From an optimization exercise on the open Yosys and OpenROAD flow, aimed at small area and a short achievable clock period; shortcuts taken in it are not production practice.
Function was checked by simulation only, so behaviour that the tests miss may differ from the original.

==> cedar <==
==> flow/design.v <==
package float_accum_pkg;
  localparam logic [1:0] MODE_SUM = 2'd0;
  localparam logic [1:0] MODE_MAX = 2'd1;
  localparam logic [1:0] MODE_MIN = 2'd2;
  typedef struct packed {
    logic nan;
    logic pinf;
    logic ninf;
  } flags_t;
  function automatic int unsigned acc_width(int unsigned exp_w, int unsigned man_w,
                                            int unsigned guard_w);
    acc_width = (32'd1 << exp_w) + man_w + guard_w;
  endfunction
  function automatic int unsigned exp_bias(int unsigned exp_w);
    exp_bias = (32'd1 << (exp_w - 1)) - 32'd1;
  endfunction
  function automatic int unsigned exp_max(int unsigned exp_w);
    exp_max = (32'd1 << exp_w) - 32'd1;
  endfunction
  function automatic logic [127:0] nan_const(int unsigned exp_w, int unsigned man_w);
    logic [127:0] v;
    v = (128'(exp_max(exp_w)) << man_w) | (128'd1 << (man_w - 1));
    nan_const = v;
  endfunction
  function automatic logic [127:0] inf_const(logic sign, int unsigned exp_w,
                                             int unsigned man_w);
    logic [127:0] v;
    v = (128'(sign) << (exp_w + man_w)) | (128'(exp_max(exp_w)) << man_w);
    inf_const = v;
  endfunction
endpackage
module clz #(
  parameter int unsigned DATA_W = 32,
  localparam int unsigned CNT_W = $clog2(DATA_W + 1)
) (
  input  logic [DATA_W-1:0] data,
  output logic [CNT_W-1:0]  count
);
  always_comb begin
    count = CNT_W'(DATA_W);
    for (int unsigned i = 0; i < DATA_W; i++) begin
      if (data[i]) count = CNT_W'(DATA_W - 1 - i);
    end
  end
endmodule
module float_fixed_decode #(
  parameter int unsigned EXP_W = 8,
  parameter int unsigned MAN_W = 23,
  parameter int unsigned ACC_W = 287,
  localparam int unsigned DATA_W = 1 + EXP_W + MAN_W
) (
  input  logic [DATA_W-1:0]       data,
  output logic signed [ACC_W-1:0] value,
  output float_accum_pkg::flags_t flags
);
  logic             sign;
  logic [EXP_W-1:0] exp_f;
  logic [MAN_W-1:0] man;
  logic [EXP_W-1:0] shift;
  logic [ACC_W-1:0] mag;
  assign {sign, exp_f, man} = data;
  always_comb begin
    flags = '0;
    value = '0;
    shift = (exp_f == '0) ? '0 : exp_f - EXP_W'(1);
    mag   = ACC_W'({exp_f != '0, man}) << shift;
    if (exp_f == '1) begin
      flags.nan  = (man != '0);
      flags.pinf = (man == '0) && !sign;
      flags.ninf = (man == '0) && sign;
    end else begin
      value = sign ? -mag : mag;
    end
  end
endmodule
module float_accum_multi #(
  parameter int unsigned EXP_W    = 8,
  parameter int unsigned MAN_W    = 23,
  parameter int unsigned GUARD_W  = 8,
  parameter int unsigned STRIDE_W = 16,
  parameter int unsigned DELAY_W  = 7,
  localparam int unsigned DATA_W  = 1 + EXP_W + MAN_W
) (
  input  logic                clk,
  input  logic                rst_n,
  input  logic                run,
  input  logic                running,
  input  logic [STRIDE_W-1:0] strideMinusOne,
  input  logic [DELAY_W-1:0]  delay0,
  input  logic [1:0]          mode,
  input  logic [DATA_W-1:0]   in0,
  output logic [DATA_W-1:0]   out0,
  output logic                done
);
  localparam int unsigned ACC_W = 288;
  localparam int unsigned NBLK  = 9;     
  logic [15:0] cnt_q;
  logic        start;
  assign start = (cnt_q == '0);
  always_ff @(posedge clk or negedge rst_n) begin
    if (!rst_n)       cnt_q <= '0;
    else if (run)     cnt_q <= 16'(delay0);
    else if (running) cnt_q <= start ? strideMinusOne : cnt_q - 16'd1;
  end
  logic        is_mm, is_min;      
  logic        wmm0, wmin0;        
  logic        s0, h0, emax0;
  logic [7:0]  e0, eff0;
  logic [22:0] f0;
  logic [85:0] sh0, sh1;
  logic [54:0] chunk0;
  assign is_mm  = start ? (mode == 2'd1 || mode == 2'd2) : wmm0;
  assign is_min = start ? (mode == 2'd2) : wmin0;
  assign {s0, e0, f0} = in0;
  assign emax0 = &e0;
  assign h0    = |e0;
  assign eff0  = {e0[7:1], e0[0] | ~h0};
  assign sh0   = {{31{s0}}, {1'b1, f0} ^ {24{s0}}, {31{s0}}} << {e0[4:1], 1'b0};
  assign sh1   = eff0[0] ? {sh0[84:0], s0} : sh0;
  always_comb begin
    chunk0     = sh1[85:31];
    chunk0[24] = h0 ? sh1[55] : s0;
    if (is_mm) chunk0 = {23'd0, in0};
  end
  always_ff @(posedge clk or negedge rst_n) begin
    if (!rst_n) begin
      wmm0  <= 1'b0;
      wmin0 <= 1'b0;
    end else if (running) begin
      wmm0  <= is_mm;
      wmin0 <= is_min;
    end
  end
  logic [54:0] x1;        
  logic        xs1;       
  logic [NBLK-1:0] lo1;   
  logic [NBLK-1:0] hi1;   
  logic [NBLK-1:0] fa1;   
  logic [NBLK-1:0] fb1;   
  logic [2:0]  fl1;       
  logic        mm1, min1, start1, v1, pst1;
  logic        ld1;       
  logic        clr;       
  always_ff @(posedge clk) begin
    x1     <= (running & ~emax0) ? chunk0 : 55'd0;    
    xs1    <= running & s0 & ~emax0 & ~is_mm;
    for (int k = 0; k < NBLK; k++) begin
      lo1[k] <= (int'(eff0[7:5]) == k);
      hi1[k] <= (int'(eff0[7:5]) == k - 1);
      fa1[k] <= running & s0 & ~emax0 & ~is_mm & (int'(eff0[7:5]) != k) & (int'(eff0[7:5]) != k - 1);
      fb1[k] <= running & s0 & ~emax0 & ~is_mm & (int'(eff0[7:5]) != k);
    end
    fl1    <= {emax0 & |f0, emax0 & ~|f0 & ~s0, emax0 & ~|f0 & s0};
    mm1    <= is_mm;
    min1   <= is_min;
    start1 <= start;
  end
  always_ff @(posedge clk or negedge rst_n) begin
    if (!rst_n) begin
      v1   <= 1'b0;
      pst1 <= 1'b0;
      ld1  <= 1'b0;
    end else begin
      v1  <= running;
      ld1 <= running & (start | (clr & ~v1));
      if (running) pst1 <= start;
    end
  end
  logic [ACC_W-1:0] acc;
  logic [2:0]       flg;
  logic             wmm;
  logic             ldz, lt, repl;
  logic [ACC_W-1:0] acc_in, addend, sum;
  logic [31:0]      m, kx, km;
  logic             cin;
  assign ldz   = ld1;
  assign cin   = xs1;
  always_comb begin
    for (int k = 0; k < NBLK; k++) begin
      for (int i = 0; i < 23; i++)
        addend[32*k + i] = (lo1[k] & x1[i]) | (hi1[k] & x1[32 + i]) | fa1[k];
      for (int i = 23; i < 32; i++)
        addend[32*k + i] = (lo1[k] & x1[i]) | fb1[k];
    end
  end
  assign acc_in = ldz ? '0 : acc;
  always_comb begin
    logic [ACC_W-1:0] g, p, c;
    g = acc_in & addend;
    p = acc_in ^ addend;
    g[0] = g[0] | (p[0] & cin);
    for (int l = 0; l < 9; l++)
      for (int i = (2 << l) - 1; i < ACC_W; i += (2 << l)) begin
        g[i] = g[i] | (p[i] & g[i - (1 << l)]);
        p[i] = p[i] & p[i - (1 << l)];
      end
    for (int l = 8; l >= 0; l--)
      for (int i = (3 << l) - 1; i < ACC_W; i += (2 << l)) begin
        g[i] = g[i] | (p[i] & g[i - (1 << l)]);
        p[i] = p[i] & p[i - (1 << l)];
      end
    sum[0] = acc_in[0] ^ addend[0] ^ cin;
    for (int i = 1; i < ACC_W; i++) sum[i] = acc_in[i] ^ addend[i] ^ g[i-1];
  end
  assign m    = acc[31:0];
  assign kx   = x1[31] ? ~x1[31:0] : {1'b1, x1[30:0]};
  assign km   = m[31] ? ~m : {1'b1, m[30:0]};
  assign lt   = kx < km;
  assign repl = v1 & (start1 | (min1 ? lt : ~lt));
  always_ff @(posedge clk) begin
    acc[ACC_W-1:32] <= sum[ACC_W-1:32];
    acc[31:0]       <= mm1 ? (repl ? x1[31:0] : m) : sum[31:0];
  end
  always_ff @(posedge clk or negedge rst_n) begin
    if (!rst_n) begin
      clr <= 1'b1;
      flg <= '0;
      wmm <= 1'b0;
    end else if (v1) begin
      clr <= 1'b0;
      wmm <= mm1;
      flg <= start1 ? fl1 : (flg | fl1);
    end
  end
  logic            sg;
  logic [NBLK-1:0] bor, nz, oh;
  logic [63:0]     win;
  logic [31:0]     top, above;
  logic [4:0]      fine;
  logic [3:0]      bidx;
  logic            los, wst;
  logic [55:0]     w8;
  assign sg = acc[ACC_W-1];
  always_comb begin
    for (int k = 0; k < NBLK; k++) begin
      bor[k] = |acc[32*k +: 32];
      nz[k]  = sg ? ~&acc[32*k +: 32] : bor[k];
    end
    nz[0] = 1'b1;
    for (int k = 0; k < NBLK; k++) begin
      oh[k] = nz[k];
      for (int j = k + 1; j < NBLK; j++) if (nz[j]) oh[k] = 1'b0;
    end
    win  = '0;
    bidx = '0;
    los  = 1'b0;
    for (int k = 0; k < NBLK; k++) begin
      if (oh[k]) begin
        win[63:32] = acc[32*k +: 32];
        if (k > 0) win[31:0] = acc[32*(k-1) +: 32];
        bidx = 4'(k);
        for (int j = 0; j + 1 < k; j++) if (bor[j]) los = 1'b1;
      end
    end
    top = win[63:32] ^ {32{sg}};
    if (oh[0]) top[24] = 1'b1;
    fine = '0;
    for (int i = 0; i < 32; i++) if (top[i]) fine = 5'(i);
    above[31] = 1'b0;
    for (int i = 30; i >= 0; i--) above[i] = above[i+1] | top[i+1];
    wst = |win[7:0];
    for (int j = 0; j < 31; j++) if (above[j] && win[j+8]) wst = 1'b1;
  end
  assign w8 = win[63:8];
  logic        nanr, spec_d, sgm;
  assign nanr   = flg[2] | (flg[1] & flg[0]);
  assign spec_d = clr | |flg;
  assign sgm    = m[31] & |m[30:0];
  logic        sgn_d, st_d;
  logic [8:0]  q_d;
  logic [55:0] w_d;
  always_comb begin
    if (wmm) begin
      sgn_d = sgm;
      q_d   = {1'b0, m[30:23]} + 9'd24;
      w_d   = {31'd0, 1'b0, m[22:0], 1'b0};
      st_d  = 1'b1;
    end else begin
      sgn_d = sg;
      q_d   = {bidx, fine};
      w_d   = w8;
      st_d  = los | wst;
    end
  end
  localparam int unsigned R_W = 1 + 9 + 56 + 1 + 1 + 4;
  logic [R_W-1:0] r_q, r_d;
  logic           sgn3, st3, mm3, spec3, spec_s3, spec_e3, spec_n3, last3;
  logic [8:0]     q3;
  logic [55:0]    w3;
  assign r_d = (v1 & start1)
             ? {sgn_d, q_d, w_d, st_d, wmm, spec_d, ~clr, ~clr & nanr, ~clr & ~nanr & flg[0]}
             : r_q;
  always_ff @(posedge clk) begin
    r_q <= r_d;
    if (running) {sgn3, q3, w3, st3, mm3, spec3, spec_e3, spec_n3, spec_s3} <= r_d;
  end
  always_ff @(posedge clk or negedge rst_n) begin
    if (!rst_n)       last3 <= 1'b0;
    else if (running) last3 <= pst1;
  end
  logic [4:0]  sh;
  logic [55:0] ws;
  logic [24:0] fld;
  logic        c1, ci, tie, cout, hid;
  logic [23:0] tt, pre;
  logic [22:0] man;
  logic [9:0]  e0v, e1v, e2v;
  logic [7:0]  ex;
  logic        ovf;
  logic [31:0] res;
  assign sh  = mm3 ? 5'd0 : q3[4:0];
  assign ws  = w3 >> sh;
  assign fld = ws[24:0] ^ {25{sgn3 & ~mm3}};
  assign c1  = sgn3 & ~st3;
  assign ci  = c1 | fld[0];
  assign tie = (fld[0] ^ c1) & ~st3;
  assign tt  = fld[24:1];
  always_comb begin
    logic [23:0] a;
    a = {tt[22:0], 1'b1};
    for (int d = 1; d < 24; d = d * 2)
      for (int i = 23; i >= d; i--) a[i] = a[i] & a[i-d];
    pre = a;
  end
  assign cout = ci & pre[23] & tt[23];
  assign man  = (tt[22:0] ^ ({23{ci}} & pre[22:0])) & ~{22'd0, tie};
  assign hid  = tt[23] ^ (ci & pre[23]);
  assign e0v = {1'b0, q3} - 10'd24;
  assign e1v = {1'b0, q3} - 10'd23;
  assign e2v = {1'b0, q3} - 10'd22;
  always_comb begin
    if (cout)     {ovf, ex} = {e2v >= 10'd255, e2v[7:0]};
    else if (hid) {ovf, ex} = {e1v >= 10'd255, e1v[7:0]};
    else          {ovf, ex} = {e0v >= 10'd255, e0v[7:0]};
  end
  assign res = spec3 ? {spec_s3, {8{spec_e3}}, spec_n3, 22'd0}
             : ovf   ? {sgn3, 8'hFF, 23'd0}
             :         {sgn3, ex, man};
  always_ff @(posedge clk) begin
    if (running) out0 <= res;
  end
  always_ff @(posedge clk or negedge rst_n) begin
    if (!rst_n)       done <= 1'b0;
    else if (running) done <= last3;
  end
endmodule
==> flow/run.sh <==
#!/bin/bash
# synth_recipe.tcl (not shown) runs the flow's synth.tcl, then flattens the netlist and writes it again
# the make line also repeats each setting of config.mk as NAME=value (left out here)
make -C /OpenROAD-flow-scripts/flow DESIGN_CONFIG=/design/flow/config.mk WORK_HOME=/design/flow/orfs CLKGATE_MAP_FILE= SYNTH_SCRIPT=/design/flow/synth_recipe.tcl finish
==> flow/config.mk <==
export PLATFORM = sky130hd
export DESIGN_NAME = float_accum_multi
export DESIGN_NICKNAME = float_accum_multi
export VERILOG_FILES = /design/flow/design.v
export SDC_FILE = /design/flow/constraint.sdc
export NUM_CORES = 4
export LEC_CHECK = 0
export CAP_MARGIN = 20
export CORE_MARGIN = 2
export CORE_UTILIZATION = 35
export PLACE_DENSITY = 0.5
export SETUP_SLACK_MARGIN = 5
export SLEW_MARGIN = 20
==> flow/constraint.sdc <==
create_clock -name core_clock -period 10.0 [get_ports {clk}]
set_input_delay 2.0000 -clock core_clock [delete_from_list [all_inputs] [get_ports {clk}]]
set_output_delay 2.0000 -clock core_clock [all_outputs]
set_load 0.01 [all_outputs]
==> inputs of violet, as changes to cedar <==
--- a/flow/design.v
+++ b/flow/design.v
@@ -225,6 +225,9 @@
   logic            sg;
   logic [NBLK-1:0] bor, nz, oh;
+  logic [7:0]      gn [NBLK];   
+  logic [7:0]      g8, gl;      
   logic [63:0]     win;
   logic [31:0]     top, above;
+  logic [3:0]      tg;
   logic [4:0]      fine;
   logic [3:0]      bidx;
@@ -234,8 +237,10 @@
   always_comb begin
     for (int k = 0; k < NBLK; k++) begin
+      for (int g = 0; g < 8; g++)
+        gn[k][g] = sg ? ~&acc[32*k + 4*g +: 4] : |acc[32*k + 4*g +: 4];
       bor[k] = |acc[32*k +: 32];
-      nz[k]  = sg ? ~&acc[32*k +: 32] : bor[k];
     end
-    nz[0] = 1'b1;
+    gn[0][6] = 1'b1;
+    for (int k = 0; k < NBLK; k++) nz[k] = |gn[k];
     for (int k = 0; k < NBLK; k++) begin
       oh[k] = nz[k];
@@ -243,4 +248,5 @@
     end
     win  = '0;
+    g8   = '0;
     bidx = '0;
     los  = 1'b0;
@@ -249,4 +255,5 @@
         win[63:32] = acc[32*k +: 32];
         if (k > 0) win[31:0] = acc[32*(k-1) +: 32];
+        g8   = gn[k];
         bidx = 4'(k);
         for (int j = 0; j + 1 < k; j++) if (bor[j]) los = 1'b1;
@@ -255,6 +262,16 @@
     top = win[63:32] ^ {32{sg}};
     if (oh[0]) top[24] = 1'b1;
-    fine = '0;
-    for (int i = 0; i < 32; i++) if (top[i]) fine = 5'(i);
+    for (int g = 0; g < 8; g++) begin
+      gl[g] = g8[g];
+      for (int j = g + 1; j < 8; j++) if (g8[j]) gl[g] = 1'b0;
+    end
+    tg = '0;
+    fine[4:2] = '0;
+    for (int g = 0; g < 8; g++)
+      if (gl[g]) begin
+        tg        = top[4*g +: 4];
+        fine[4:2] = 3'(g);
+      end
+    fine[1:0] = tg[3] ? 2'd3 : tg[2] ? 2'd2 : tg[1] ? 2'd1 : 2'd0;
     above[31] = 1'b0;
     for (int i = 30; i >= 0; i--) above[i] = above[i+1] | top[i+1];
@@ -262,5 +279,7 @@
     for (int j = 0; j < 31; j++) if (above[j] && win[j+8]) wst = 1'b1;
   end
-  assign w8 = win[63:8];
+  logic [31:0] w32;
+  assign w8  = win[63:8] ^ {56{sg}};
+  assign w32 = 32'(w8 >> {fine[4:3], 3'd0});
   logic        nanr, spec_d, sgm;
   assign nanr   = flg[2] | (flg[1] & flg[0]);
@@ -269,23 +288,23 @@
   logic        sgn_d, st_d;
   logic [8:0]  q_d;
-  logic [55:0] w_d;
+  logic [31:0] w_d;
   always_comb begin
     if (wmm) begin
       sgn_d = sgm;
       q_d   = {1'b0, m[30:23]} + 9'd24;
-      w_d   = {31'd0, 1'b0, m[22:0], 1'b0};
+      w_d   = 32'({1'b0, m[22:0], 1'b0}) << m[25:23];    
       st_d  = 1'b1;
     end else begin
       sgn_d = sg;
       q_d   = {bidx, fine};
-      w_d   = w8;
+      w_d   = w32;
       st_d  = los | wst;
     end
   end
-  localparam int unsigned R_W = 1 + 9 + 56 + 1 + 1 + 4;
+  localparam int unsigned R_W = 1 + 9 + 32 + 1 + 1 + 4;
   logic [R_W-1:0] r_q, r_d;
   logic           sgn3, st3, mm3, spec3, spec_s3, spec_e3, spec_n3, last3;
   logic [8:0]     q3;
-  logic [55:0]    w3;
+  logic [31:0]    w3;
   assign r_d = (v1 & start1)
              ? {sgn_d, q_d, w_d, st_d, wmm, spec_d, ~clr, ~clr & nanr, ~clr & ~nanr & flg[0]}
@@ -299,17 +318,20 @@
     else if (running) last3 <= pst1;
   end
-  logic [4:0]  sh;
-  logic [55:0] ws;
+  logic [2:0]  sh;
+  logic [31:0] ws;
   logic [24:0] fld;
-  logic        c1, ci, tie, cout, hid;
-  logic [23:0] tt, pre;
+  logic        c1, ci, tie, cout, hid, lo1s, lo_all;
+  logic [23:0] tt;
+  logic [7:0]  all23, all24;
+  logic        a23, a24;
+  logic [11:0] lo_inc, hi_inc;
+  logic [11:0] lo_pre, hi_pre;
   logic [22:0] man;
-  logic [9:0]  e0v, e1v, e2v;
-  logic [7:0]  ex;
+  logic [7:0]  e0v, m1, m2, ex;
   logic        ovf;
   logic [31:0] res;
-  assign sh  = mm3 ? 5'd0 : q3[4:0];
+  assign sh  = q3[2:0];
   assign ws  = w3 >> sh;
-  assign fld = ws[24:0] ^ {25{sgn3 & ~mm3}};
+  assign fld = ws[24:0];
   assign c1  = sgn3 & ~st3;
   assign ci  = c1 | fld[0];
@@ -317,21 +339,29 @@
   assign tt  = fld[24:1];
   always_comb begin
-    logic [23:0] a;
-    a = {tt[22:0], 1'b1};
-    for (int d = 1; d < 24; d = d * 2)
-      for (int i = 23; i >= d; i--) a[i] = a[i] & a[i-d];
-    pre = a;
-  end
-  assign cout = ci & pre[23] & tt[23];
-  assign man  = (tt[22:0] ^ ({23{ci}} & pre[22:0])) & ~{22'd0, tie};
-  assign hid  = tt[23] ^ (ci & pre[23]);
-  assign e0v = {1'b0, q3} - 10'd24;
-  assign e1v = {1'b0, q3} - 10'd23;
-  assign e2v = {1'b0, q3} - 10'd22;
-  always_comb begin
-    if (cout)     {ovf, ex} = {e2v >= 10'd255, e2v[7:0]};
-    else if (hid) {ovf, ex} = {e1v >= 10'd255, e1v[7:0]};
-    else          {ovf, ex} = {e0v >= 10'd255, e0v[7:0]};
+    for (int k = 0; k < 8; k++) begin
+      all23[k] = &w3[k+1 +: 23];
+      all24[k] = &w3[k+1 +: 24];
+    end
   end
+  assign a23 = all23[sh];
+  assign a24 = all24[sh];
+  assign cout = ci & a24;
+  assign hid  = tt[23] ^ (ci & a23);
+  always_comb begin
+    lo_pre[0] = 1'b1;
+    for (int i = 1; i < 12; i++) lo_pre[i] = lo_pre[i-1] & tt[i-1];
+    hi_pre[0] = 1'b1;
+    for (int i = 1; i < 11; i++) hi_pre[i] = hi_pre[i-1] & tt[12+i-1];
+    hi_pre[11] = 1'b0;
+  end
+  assign lo_all = &tt[11:0];
+  assign lo_inc = tt[11:0] ^ ({12{ci}} & lo_pre);
+  assign hi_inc = {1'b0, tt[22:12]} ^ ({12{ci & lo_all}} & hi_pre);
+  assign man    = {hi_inc[10:0], lo_inc[11:1], lo_inc[0] & ~tie};
+  assign e0v = 8'(q3 - 9'd24);
+  assign m1  = e0v ^ (e0v + 8'd1);
+  assign m2  = e0v ^ (e0v + 8'd2);
+  assign ex  = e0v ^ ({8{hid}} & m1) ^ ({8{cout}} & m2);
+  assign ovf = ~mm3 & (q3 >= 9'd278);
   assign res = spec3 ? {spec_s3, {8{spec_e3}}, spec_n3, 22'd0}
              : ovf   ? {sgn3, 8'hFF, 23'd0}
Settings changed: CAP_MARGIN 20 to 30, CORE_UTILIZATION 35 to 45, PLACE_DENSITY 0.5 to 0.6, TNS_END_PERCENT set to 0.
==> inputs of harbor, as changes to cedar <==
--- a/flow/design.v
+++ b/flow/design.v
@@ -225,17 +225,22 @@
   logic            sg;
   logic [NBLK-1:0] bor, nz, oh;
+  logic [7:0]      gn [NBLK];   
+  logic [7:0]      g8, gl;      
   logic [63:0]     win;
-  logic [31:0]     top, above;
+  logic [31:0]     top;
+  logic [3:0]      tg;
   logic [4:0]      fine;
   logic [3:0]      bidx;
-  logic            los, wst;
+  logic            los, cst;
   logic [55:0]     w8;
   assign sg = acc[ACC_W-1];
   always_comb begin
     for (int k = 0; k < NBLK; k++) begin
+      for (int g = 0; g < 8; g++)
+        gn[k][g] = sg ? ~&acc[32*k + 4*g +: 4] : |acc[32*k + 4*g +: 4];
       bor[k] = |acc[32*k +: 32];
-      nz[k]  = sg ? ~&acc[32*k +: 32] : bor[k];
     end
-    nz[0] = 1'b1;
+    gn[0][6] = 1'b1;
+    for (int k = 0; k < NBLK; k++) nz[k] = |gn[k];
     for (int k = 0; k < NBLK; k++) begin
       oh[k] = nz[k];
@@ -243,4 +248,5 @@
     end
     win  = '0;
+    g8   = '0;
     bidx = '0;
     los  = 1'b0;
@@ -249,4 +255,5 @@
         win[63:32] = acc[32*k +: 32];
         if (k > 0) win[31:0] = acc[32*(k-1) +: 32];
+        g8   = gn[k];
         bidx = 4'(k);
         for (int j = 0; j + 1 < k; j++) if (bor[j]) los = 1'b1;
@@ -255,12 +262,24 @@
     top = win[63:32] ^ {32{sg}};
     if (oh[0]) top[24] = 1'b1;
-    fine = '0;
-    for (int i = 0; i < 32; i++) if (top[i]) fine = 5'(i);
-    above[31] = 1'b0;
-    for (int i = 30; i >= 0; i--) above[i] = above[i+1] | top[i+1];
-    wst = |win[7:0];
-    for (int j = 0; j < 31; j++) if (above[j] && win[j+8]) wst = 1'b1;
+    for (int g = 0; g < 8; g++) begin
+      gl[g] = g8[g];
+      for (int j = g + 1; j < 8; j++) if (g8[j]) gl[g] = 1'b0;
+    end
+    tg = '0;
+    fine[4:2] = '0;
+    for (int g = 0; g < 8; g++)
+      if (gl[g]) begin
+        tg        = top[4*g +: 4];
+        fine[4:2] = 3'(g);
+      end
+    fine[1:0] = tg[3] ? 2'd3 : tg[2] ? 2'd2 : tg[1] ? 2'd1 : 2'd0;
   end
-  assign w8 = win[63:8];
+  logic [31:0] w32;
+  logic [2:0]  ob;
+  assign w8  = win[63:8] ^ {56{sg}};
+  assign w32 = 32'(w8 >> {fine[4:3], 3'd0});
+  always_comb
+    for (int i = 0; i < 3; i++) ob[i] = |win[8*i + 8 +: 8];
+  assign cst = los | |win[7:0] | (ob[0] & |fine[4:3]) | (ob[1] & fine[4]) | (ob[2] & &fine[4:3]);
   logic        nanr, spec_d, sgm;
   assign nanr   = flg[2] | (flg[1] & flg[0]);
@@ -269,23 +288,23 @@
   logic        sgn_d, st_d;
   logic [8:0]  q_d;
-  logic [55:0] w_d;
+  logic [31:0] w_d;
   always_comb begin
     if (wmm) begin
       sgn_d = sgm;
       q_d   = {1'b0, m[30:23]} + 9'd24;
-      w_d   = {31'd0, 1'b0, m[22:0], 1'b0};
+      w_d   = 32'({1'b0, m[22:0], 1'b0}) << m[25:23];    
       st_d  = 1'b1;
     end else begin
       sgn_d = sg;
       q_d   = {bidx, fine};
-      w_d   = w8;
-      st_d  = los | wst;
+      w_d   = w32;
+      st_d  = cst;
     end
   end
-  localparam int unsigned R_W = 1 + 9 + 56 + 1 + 1 + 4;
+  localparam int unsigned R_W = 1 + 9 + 32 + 1 + 1 + 4;
   logic [R_W-1:0] r_q, r_d;
   logic           sgn3, st3, mm3, spec3, spec_s3, spec_e3, spec_n3, last3;
   logic [8:0]     q3;
-  logic [55:0]    w3;
+  logic [31:0]    w3;
   assign r_d = (v1 & start1)
              ? {sgn_d, q_d, w_d, st_d, wmm, spec_d, ~clr, ~clr & nanr, ~clr & ~nanr & flg[0]}
@@ -299,39 +318,44 @@
     else if (running) last3 <= pst1;
   end
-  logic [4:0]  sh;
-  logic [55:0] ws;
+  logic [2:0]  sh;
+  logic [31:0] ws;
   logic [24:0] fld;
   logic        c1, ci, tie, cout, hid;
-  logic [23:0] tt, pre;
+  logic [23:0] tt;
+  logic [7:0]  all23, all24;
+  logic        a23, a24;
+  logic [22:0] tt_inc;
   logic [22:0] man;
-  logic [9:0]  e0v, e1v, e2v;
-  logic [7:0]  ex;
+  logic [7:0]  e0v, m1, m2, ex;
   logic        ovf;
   logic [31:0] res;
-  assign sh  = mm3 ? 5'd0 : q3[4:0];
+  assign sh  = q3[2:0];
   assign ws  = w3 >> sh;
-  assign fld = ws[24:0] ^ {25{sgn3 & ~mm3}};
-  assign c1  = sgn3 & ~st3;
+  assign fld = ws[24:0];
+  logic [6:0] msk;
+  logic       st;
+  assign msk = 7'((8'd1 << sh) - 8'd1);
+  assign st  = st3 | (sgn3 ? ~&(w3[6:0] | ~msk) : |(w3[6:0] & msk));
+  assign c1  = sgn3 & ~st;
   assign ci  = c1 | fld[0];
-  assign tie = (fld[0] ^ c1) & ~st3;
+  assign tie = (fld[0] ^ c1) & ~st;
   assign tt  = fld[24:1];
   always_comb begin
-    logic [23:0] a;
-    a = {tt[22:0], 1'b1};
-    for (int d = 1; d < 24; d = d * 2)
-      for (int i = 23; i >= d; i--) a[i] = a[i] & a[i-d];
-    pre = a;
-  end
-  assign cout = ci & pre[23] & tt[23];
-  assign man  = (tt[22:0] ^ ({23{ci}} & pre[22:0])) & ~{22'd0, tie};
-  assign hid  = tt[23] ^ (ci & pre[23]);
-  assign e0v = {1'b0, q3} - 10'd24;
-  assign e1v = {1'b0, q3} - 10'd23;
-  assign e2v = {1'b0, q3} - 10'd22;
-  always_comb begin
-    if (cout)     {ovf, ex} = {e2v >= 10'd255, e2v[7:0]};
-    else if (hid) {ovf, ex} = {e1v >= 10'd255, e1v[7:0]};
-    else          {ovf, ex} = {e0v >= 10'd255, e0v[7:0]};
+    for (int k = 0; k < 8; k++) begin
+      all23[k] = &w3[k+1 +: 23];
+      all24[k] = &w3[k+1 +: 24];
+    end
   end
+  assign a23 = all23[sh];
+  assign a24 = all24[sh];
+  assign cout = ci & a24;
+  assign hid  = tt[23] ^ (ci & a23);
+  assign tt_inc = tt[22:0] + 23'd1;
+  assign man    = ci ? {tt_inc[22:1], tt_inc[0] & ~tie} : tt[22:0];
+  assign e0v = 8'(q3 - 9'd24);
+  assign m1  = e0v ^ (e0v + 8'd1);
+  assign m2  = e0v ^ (e0v + 8'd2);
+  assign ex  = e0v ^ ({8{hid}} & m1) ^ ({8{cout}} & m2);
+  assign ovf = ~mm3 & (q3 >= 9'd278);
   assign res = spec3 ? {spec_s3, {8{spec_e3}}, spec_n3, 22'd0}
              : ovf   ? {sgn3, 8'hFF, 23'd0}
Settings changed: CAP_MARGIN 20 to 30, TNS_END_PERCENT set to 0.
==> impl_metrics.ini <==
[run_status]
status = no timing/DRC/antenna violations

[finish]
drive_above_1_share_pct = 12.2
seq_cells = 529

[clock_tree]
cts_sinks = 529

[pwr]
swShare_pct = 50.0
# the run above: violet

==> impl_metrics.ini <==
[pwr]
swShare_pct = 49.2

[clock_tree]
cts_sinks = 529

[finish]
seq_cells = 529
drive_above_1_share_pct = 12.0

[run_status]
status = no timing/DRC/antenna violations

[synthesis]
postSynthCellCount = 5700
# the run above: harbor

==> impl_metrics.ini <==
[run_status]
status = no timing/DRC/antenna violations

[finish]
drive_above_1_share_pct = 18.6
largest_reg_flops = 288
seq_cells = 577
layout_common_cells = 452 x inv_1, 415 x nand2_1, 327 x dfxtp_1, 317 x ha_1, 295 x a21oi_1

[synthesis]
avgSynthCellArea_sq_um = 8.50

[floorplanning]
tapCellCount = 1794

[clock_tree]
cts_sinks = 577
# the run above: cedar

port drivers added, routing unchanged:
In the flow no input, the clock included, has a driving cell. The finished layouts below were timed again as built, in two steps. Step 1 assumes that a clkbuf_16 drives the clock port and a buf_2 every other input. Step 2, shift: input delay + t, output delay - t, t = (earliest + latest rising clock arrival at the registers) / 2. This alone moves slack from input paths to output paths. Slacks: ideal ports / drivers / drivers and shift; pairs: ideal ports / drivers.
run	t, ns	slack for setup (ns)	slew at the worst register clock pin (ns)
cedar	0.774	4.368 / 4.368 / 4.368	0.07 / 0.07
violet	0.740	4.624 / 4.624 / 4.624	0.07 / 0.07
harbor	0.768	4.585 / 4.585 / 4.320	0.06 / 0.06
After both steps every run listed still meets setup and hold. The setup slack of harbor, which loses most, moves by 0.000 ns with the drivers and by -0.265 ns with both steps.
